This design comes from an exercise in tuning for small area on the open sky130 flow, not from production work. Only simulation tests tie the RTL to the original design; equivalence was not proved. Power and IR drop assume default switching activity.

== build 58 ==
==> flow/design.v (excerpt) <==
module commit_trace_unit #(
    parameter int DEPTH = 8,
    parameter int CNT_W = 32
) (
    input  wire logic              clk,
    input  wire logic              rst,
    input  wire logic              reg_wr_i,
    input  wire logic [2:0]        wr_reg_i,
    input  wire logic [15:0]       wr_data_i,
    input  wire logic              mem_rd_i,
    input  wire logic              mem_wr_i,
    input  wire logic [15:0]       mem_addr_i,
    input  wire logic [15:0]       mem_wdata_i,
    input  wire logic [15:0]       mem_rdata_i,
    input  wire logic              halt_i,
    input  wire logic              icache_req_i,
    input  wire logic              icache_hit_i,
    input  wire logic              dcache_req_i,
    input  wire logic              dcache_hit_i,
    output logic                   rec_valid,
    input  wire logic              rec_ready,
    output logic [3:0]             rec_flags,
    output logic [2:0]             rec_reg,
    output logic [15:0]            rec_wdata,
    output logic [15:0]            rec_addr,
    output logic [15:0]            rec_mdata,
    output logic [15:0]            rec_cycle,
    output logic                   full_o,
    output logic                   overflow_o,
    output logic                   done_o,
    output logic [CNT_W-1:0]       cycle_count_o,
    output logic [CNT_W-1:0]       inst_count_o,
    output logic [CNT_W-1:0]       icache_req_cnt_o,
    output logic [CNT_W-1:0]       icache_hit_cnt_o,
    output logic [CNT_W-1:0]       dcache_req_cnt_o,
    output logic [CNT_W-1:0]       dcache_hit_cnt_o
);
clock: 5.0 ns
lec_check: 0
cap_margin: 20
core_margin: 2
core_utilization: 40
slew_margin: 20
standard.sh (not shown) runs the stock make flow with config.mk's settings and CLKGATE_MAP_FILE= SYNTH_SCRIPT=/design/flow/synth_recipe.tcl, a recipe that flattens the netlist after the stock synthesis.
==> flow/flow/run.sh <==
#!/bin/bash
# Own layout flow: the standard ORFS flow (standard.sh) with three changes.
#  1. Synthesis: synth_recipe.tcl unchanged, except that Yosys's abc call for the
#     combinational logic uses an area-oriented script (flow/abc_area.script).
#     Flip-flop mapping (dfflibmap) runs before abc and is untouched, so the
#     registers, their names and cell types are those of the standard synthesis.
#  2. Every input and output port still gets a buffer, but the smallest one (buf_1).
#  3. CTS: larger sink clusters driven by clkbuf_16 and no dummy clock loads.
# Each tool's full output goes to ORFS's own logs under orfs/logs; make's output
# goes to flow_make.log.
set -euo pipefail
here=$(pwd)
{
  echo 'proc abc {args} {'
  echo '  set i [lsearch -exact $args -script]'
  echo '  if {$i >= 0} { lset args [expr {$i+1}] $::env(OWN_ABC_SCRIPT) }'
  echo '  yosys abc {*}$args'
  echo '}'
  cat synth_recipe.tcl
} > own_synth.tcl
sed "s#SYNTH_SCRIPT=[^ ]*synth_recipe.tcl#SYNTH_SCRIPT=$here/own_synth.tcl#" standard.sh > own_standard.sh
grep -q "own_synth.tcl" own_standard.sh
export OWN_ABC_SCRIPT=$here/flow/abc_area.script
export BUFFER_PORTS_ARGS="-buffer_cell sky130_fd_sc_hd__buf_1"
export CTS_ARGS="-sink_clustering_enable -repair_clock_nets -dont_use_dummy_load -buf_list sky130_fd_sc_hd__clkbuf_16 -sink_clustering_size 44 -sink_clustering_max_diameter 70"
bash own_standard.sh > flow_make.log 2>&1
==> flow/flow/abc_area.script <==
strash
dch -f
amap
topo
stime -c
Build 58: flow completed, timing, DRC and antenna clean
The following lists how build 3 was set up differently from build 58:
-- flow/flow/run.sh --
<<< build 58, line 25
export CTS_ARGS="-sink_clustering_enable -repair_clock_nets -dont_use_dummy_load -buf_list sky130_fd_sc_hd__clkbuf_16 -sink_clustering_size 44 -sink_clustering_max_diameter 70"
>>> build 3, line 25
export CTS_ARGS="-sink_clustering_enable -repair_clock_nets -dont_use_dummy_load -buf_list sky130_fd_sc_hd__clkbuf_16 -sink_clustering_size 36 -sink_clustering_max_diameter 70"
### Flow results
Changes observed in build 3 relative to build 58: fraction of area in non-clock buffers comparable, critical path arrival comparable, routed wire length comparable.
Status: global-route usage parity (build 3, build 58)
Re shortest clock period the worst path allows after layout: build 58 was higher than build 3.
The power density of the placed cells was comparable across build 3 and build 58.
Build 3 did not stop at any stage, and its layout met the timing, DRC and antenna checks.
Inputs modified between build 3 and build 88:
-- flow/flow/run.sh --
<<< build 3, line 25
export CTS_ARGS="-sink_clustering_enable -repair_clock_nets -dont_use_dummy_load -buf_list sky130_fd_sc_hd__clkbuf_16 -sink_clustering_size 36 -sink_clustering_max_diameter 70"
>>> build 88, line 25
export CTS_ARGS="-sink_clustering_enable -repair_clock_nets -dont_use_dummy_load -buf_list {sky130_fd_sc_hd__clkbuf_8 sky130_fd_sc_hd__clkbuf_16} -sink_clustering_buffer sky130_fd_sc_hd__clkbuf_8 -tree_buf sky130_fd_sc_hd__clkbuf_16 -root_buf sky130_fd_sc_hd__clkbuf_16 -sink_clustering_size 18 -sink_clustering_max_diameter 45"
-- flow/config.mk --
<<< build 3, line 10
export CORE_UTILIZATION = 40
>>> build 88, line 10
export CORE_UTILIZATION = 70
export PLACE_DENSITY = 0.85
Findings:
Build 88 finished every step from synthesis to the final layout, and the layout passed the timing, DRC and antenna checks.
Going from build 3 to build 88, relative contribution of combinational cells to total power stayed essentially flat, final-layout setup total negative slack roughly the same, routability-driven placement congestion ratio went up by 4.7%, number of vias per cell after detailed routing picked up an extra about 16%, achievable clock frequency now sits higher.

========
oak:
commit_trace_unit again, from the RTL that the note above started with.
==> flow/design.v (excerpt) <==
module commit_trace_unit #(
    parameter int DEPTH = 8,
    parameter int CNT_W = 32
) (
    input  wire logic              clk,
    input  wire logic              rst,
    input  wire logic              reg_wr_i,
    input  wire logic [2:0]        wr_reg_i,
    input  wire logic [15:0]       wr_data_i,
    input  wire logic              mem_rd_i,
    input  wire logic              mem_wr_i,
    input  wire logic [15:0]       mem_addr_i,
    input  wire logic [15:0]       mem_wdata_i,
    input  wire logic [15:0]       mem_rdata_i,
    input  wire logic              halt_i,
    input  wire logic              icache_req_i,
    input  wire logic              icache_hit_i,
    input  wire logic              dcache_req_i,
    input  wire logic              dcache_hit_i,
    output logic                   rec_valid,
    input  wire logic              rec_ready,
    output logic [3:0]             rec_flags,
    output logic [2:0]             rec_reg,
    output logic [15:0]            rec_wdata,
    output logic [15:0]            rec_addr,
    output logic [15:0]            rec_mdata,
    output logic [15:0]            rec_cycle,
    output logic                   full_o,
    output logic                   overflow_o,
    output logic                   done_o,
    output logic [CNT_W-1:0]       cycle_count_o,
    output logic [CNT_W-1:0]       inst_count_o,
    output logic [CNT_W-1:0]       icache_req_cnt_o,
    output logic [CNT_W-1:0]       icache_hit_cnt_o,
    output logic [CNT_W-1:0]       dcache_req_cnt_o,
    output logic [CNT_W-1:0]       dcache_hit_cnt_o
);
==> flow/config.mk <==
export PLATFORM = sky130hd
export DESIGN_NAME = commit_trace_unit
export DESIGN_NICKNAME = commit_trace_unit
export VERILOG_FILES = /design/flow/design.v
export SDC_FILE = /design/flow/constraint.sdc
export NUM_CORES = 4
export LEC_CHECK = 0
export CAP_MARGIN = 20
export CORE_MARGIN = 2
export CORE_UTILIZATION = 70
export PLACE_DENSITY = 0.85
export SLEW_MARGIN = 20
==> flow/constraint.sdc <==
create_clock -name core_clock -period 5.0 [get_ports {clk}]
set_input_delay 1.0000 -clock core_clock [delete_from_list [all_inputs] [get_ports {clk}]]
set_output_delay 1.0000 -clock core_clock [all_outputs]
set_load 0.01 [all_outputs]
==> flow/flow/run.sh <==
#!/bin/bash
# Own layout flow: the standard ORFS flow (standard.sh) with three changes.
#  1. Synthesis: synth_recipe.tcl unchanged, except that Yosys's abc call for the
#     combinational logic uses an area-oriented script (flow/abc_area.script).
#     Flip-flop mapping (dfflibmap) runs before abc and is untouched, so the
#     registers, their names and cell types are those of the standard synthesis.
#  2. Every input and output port still gets a buffer, but the smallest one (buf_1).
#  3. CTS: larger sink clusters driven by clkbuf_16 and no dummy clock loads.
# Each tool's full output goes to ORFS's own logs under orfs/logs; make's output
# goes to flow_make.log.
set -euo pipefail
here=$(pwd)
{
  echo 'proc abc {args} {'
  echo '  set i [lsearch -exact $args -script]'
  echo '  if {$i >= 0} { lset args [expr {$i+1}] $::env(OWN_ABC_SCRIPT) }'
  echo '  yosys abc {*}$args'
  echo '}'
  cat synth_recipe.tcl
} > own_synth.tcl
sed "s#SYNTH_SCRIPT=[^ ]*synth_recipe.tcl#SYNTH_SCRIPT=$here/own_synth.tcl#" standard.sh > own_standard.sh
grep -q "own_synth.tcl" own_standard.sh
export OWN_ABC_SCRIPT=$here/flow/abc_area.script
export BUFFER_PORTS_ARGS="-buffer_cell sky130_fd_sc_hd__buf_1"
export CTS_ARGS="-sink_clustering_enable -repair_clock_nets -dont_use_dummy_load -buf_list {sky130_fd_sc_hd__clkbuf_4 sky130_fd_sc_hd__clkbuf_16} -sink_clustering_buffer sky130_fd_sc_hd__clkbuf_4 -tree_buf sky130_fd_sc_hd__clkbuf_16 -root_buf sky130_fd_sc_hd__clkbuf_16 -sink_clustering_size 10 -sink_clustering_max_diameter 35"
bash own_standard.sh > flow_make.log 2>&1
Scripts as last shown in full above: flow/flow/abc_area.script
Per the final summary, oak finished and its layout is clean on timing, DRC and antenna.
For pine, these inputs were changed with respect to oak:
==> flow/run.sh (new file) <==
#!/bin/bash
# synth_recipe.tcl (not shown) runs the flow's synth.tcl, then flattens the netlist and writes it again
# the make line also repeats each setting of config.mk as NAME=value (left out here)
make -C /OpenROAD-flow-scripts/flow DESIGN_CONFIG=/design/flow/config.mk WORK_HOME=/design/flow/orfs CLKGATE_MAP_FILE= SYNTH_SCRIPT=/design/flow/synth_recipe.tcl finish
-- flow/config.mk --
<<< oak, line 10
export CORE_UTILIZATION = 70
export PLACE_DENSITY = 0.85
>>> pine, line 10
export CORE_UTILIZATION = 70
export CTS_BUF_LIST = sky130_fd_sc_hd__clkbuf_16
export CTS_CLUSTER_DIAMETER = 60
export CTS_CLUSTER_SIZE = 24
export PLACE_DENSITY = 0.85
removed: flow/flow/run.sh
removed: flow/flow/abc_area.script
removed: flow/standard.sh
[summary]
The largest family of logic cells by synthesized area comes out adder cells in one run and compound AO/OA/AOI/OAI gates in the other, namely in oak and pine respectively.
In pine, fraction of area in clock buffers and inverters is higher than in oak.
The classification of the worst setup path comes out flop to primary output in one run and flop to flop in the other, namely in pine and oak respectively.
In pine, total die area is higher than in oak.
On register-to-register setup slack, oak loses to pine.
## Diff of input files: birch against pine
==> flow/flow/run.sh (new file) <==
#!/bin/bash
# Own layout flow: the standard ORFS flow (standard.sh) with three changes.
#  1. Synthesis: synth_recipe.tcl unchanged, except that Yosys's abc call for the
#     combinational logic uses an area-oriented script (flow/abc_area.script).
#     Flip-flop mapping (dfflibmap) runs before abc and is untouched, so the
#     registers, their names and cell types are those of the standard synthesis.
#  2. Every input and output port still gets a buffer, but the smallest one (buf_1).
#  3. CTS: larger sink clusters driven by clkbuf_16 and no dummy clock loads.
# Each tool's full output goes to ORFS's own logs under orfs/logs; make's output
# goes to flow_make.log.
set -euo pipefail
here=$(pwd)
{
  echo 'proc abc {args} {'
  echo '  set i [lsearch -exact $args -script]'
  echo '  if {$i >= 0} { lset args [expr {$i+1}] $::env(OWN_ABC_SCRIPT) }'
  echo '  yosys abc {*}$args'
  echo '}'
  cat synth_recipe.tcl
} > own_synth.tcl
sed "s#SYNTH_SCRIPT=[^ ]*synth_recipe.tcl#SYNTH_SCRIPT=$here/own_synth.tcl#" standard.sh > own_standard.sh
grep -q "own_synth.tcl" own_standard.sh
export OWN_ABC_SCRIPT=$here/flow/abc_area.script
export BUFFER_PORTS_ARGS="-buffer_cell sky130_fd_sc_hd__buf_1"
export CTS_ARGS="-sink_clustering_enable -repair_clock_nets -dont_use_dummy_load -buf_list sky130_fd_sc_hd__clkbuf_16 -sink_clustering_size 36 -sink_clustering_max_diameter 60"
bash own_standard.sh > flow_make.log 2>&1
==> flow/flow/abc_area.script (new file) <==
strash
dch -f
amap
topo
stime -c
==> flow/standard.sh (new file) <==
#!/bin/bash
# synth_recipe.tcl (not shown) runs the flow's synth.tcl, then flattens the netlist and writes it again
# the make line also repeats each setting of config.mk as NAME=value (left out here)
make -C /OpenROAD-flow-scripts/flow DESIGN_CONFIG=/design/flow/config.mk WORK_HOME=/design/flow/orfs CLKGATE_MAP_FILE= SYNTH_SCRIPT=/design/flow/synth_recipe.tcl "${@:-finish}"
-- flow/config.mk --
<<< pine, line 10
export CORE_UTILIZATION = 70
export CTS_BUF_LIST = sky130_fd_sc_hd__clkbuf_16
export CTS_CLUSTER_DIAMETER = 60
export CTS_CLUSTER_SIZE = 24
export PLACE_DENSITY = 0.85
>>> birch, line 10
export CORE_UTILIZATION = 70
export PLACE_DENSITY = 0.85
removed: flow/run.sh
- birch completed every stage of the flow, and the final layout passed the timing, DRC and antenna checks.
- Slowest stage cell on the critical path = sky130_fd_sc_hd__clkinv_1: birch; slowest stage cell on the critical path = sky130_fd_sc_hd__clkdlybuf4s50_1: pine
- birch against pine: register-to-register slack lower; setup slack of the critical path after layout higher; sum of internal, switching and leakage power lower.
- NOTE area of the core region pine->birch decreased by a few percent
- Power per cell area in birch vs pine: down 10%
- Length of routed met3 wiring, birch and pine: higher on pine
- Run comparison: pine type of the worst setup path flop to primary output; birch type of the worst setup path flop to flop
Setup changes, birch to maple
-- flow/flow/run.sh --
<<< birch, line 24
export BUFFER_PORTS_ARGS="-buffer_cell sky130_fd_sc_hd__buf_1"
export CTS_ARGS="-sink_clustering_enable -repair_clock_nets -dont_use_dummy_load -buf_list sky130_fd_sc_hd__clkbuf_16 -sink_clustering_size 36 -sink_clustering_max_diameter 60"
bash own_standard.sh > flow_make.log 2>&1
>>> maple, line 24
export BUFFER_PORTS_ARGS="-buffer_cell sky130_fd_sc_hd__buf_1"
export CTS_ARGS="-sink_clustering_enable -repair_clock_nets -dont_use_dummy_load -buf_list sky130_fd_sc_hd__clkbuf_16 -sink_clustering_size 36 -sink_clustering_max_diameter 70"
bash own_standard.sh > flow_make.log 2>&1
-- flow/config.mk --
<<< birch, line 7
export LEC_CHECK = 0
export CAP_MARGIN = 20
export CORE_MARGIN = 2
export CORE_UTILIZATION = 70
export PLACE_DENSITY = 0.85
export SLEW_MARGIN = 20
>>> maple, line 7
export LEC_CHECK = 0
export CAP_MARGIN = 0
export CORE_MARGIN = 2
export CORE_UTILIZATION = 40
export SLEW_MARGIN = 0
==> comparison <==
- Sort birch and maple by clock-buffer cell count, descending, and maple comes first.
- birch was smaller in final cell area than maple.
- Worst setup slack: maple lower than birch
- Number of placement rows was higher in the run labelled maple.
- Diff birch -> maple: maximum frequency from static timing analysis moved down; layout overhead on the synthesized area went up by 2.6 points.
- Via count ends up lower on maple.
- Cell count: maple higher than birch
- [compare] base=birch new=maple: shortest period the worst path allows went up; die area increased 73%.

## afterwards: timing with drivers on the ports
No port has a modelled driver above. Below, the same layouts with a new extraction and two added sets of constraints.
Step 1 assumes that a clkbuf_16 drives the clock port and a buf_2 every other input.
Step 2 moves the port delays by t, midway between the first and last clock arrival at a register: inputs arrive t later, outputs are due t later. That takes back most of the time a late clock gives input paths.
Three values: ideal, step 1, step 2; two values: the first two.
| run | t, ns | setup slack, ns | worst setup path at the end | slew at the worst register clock pin (ns) |
|---|---|---|---|---|
| build 58 | 0.639 | 0.540 / 0.482 / 0.263 | input to register | 0.12 / 0.12 |
| build 3 | 0.637 | 0.551 / 0.492 / 0.263 | input to register | 0.12 / 0.12 |
| build 88 | 0.602 | 0.701 / 0.701 / 0.307 | input to register | 0.10 / 0.10 |
| oak | 0.610 | 0.733 / 0.714 / 0.282 | input to register | 0.11 / 0.11 |
| pine | 0.643 | 0.282 / 0.226 / 0.088 | input to register | 0.10 / 0.10 |
| birch | 0.626 | 0.660 / 0.646 / 0.286 | input to register | 0.11 / 0.11 |
| maple | 0.637 | 0.551 / 0.492 / 0.263 | input to register | 0.12 / 0.12 |
After both steps setup and hold are still met in every run listed. The setup slack of oak, which loses most, moves by -0.019 ns with the drivers and by -0.451 ns with both steps.
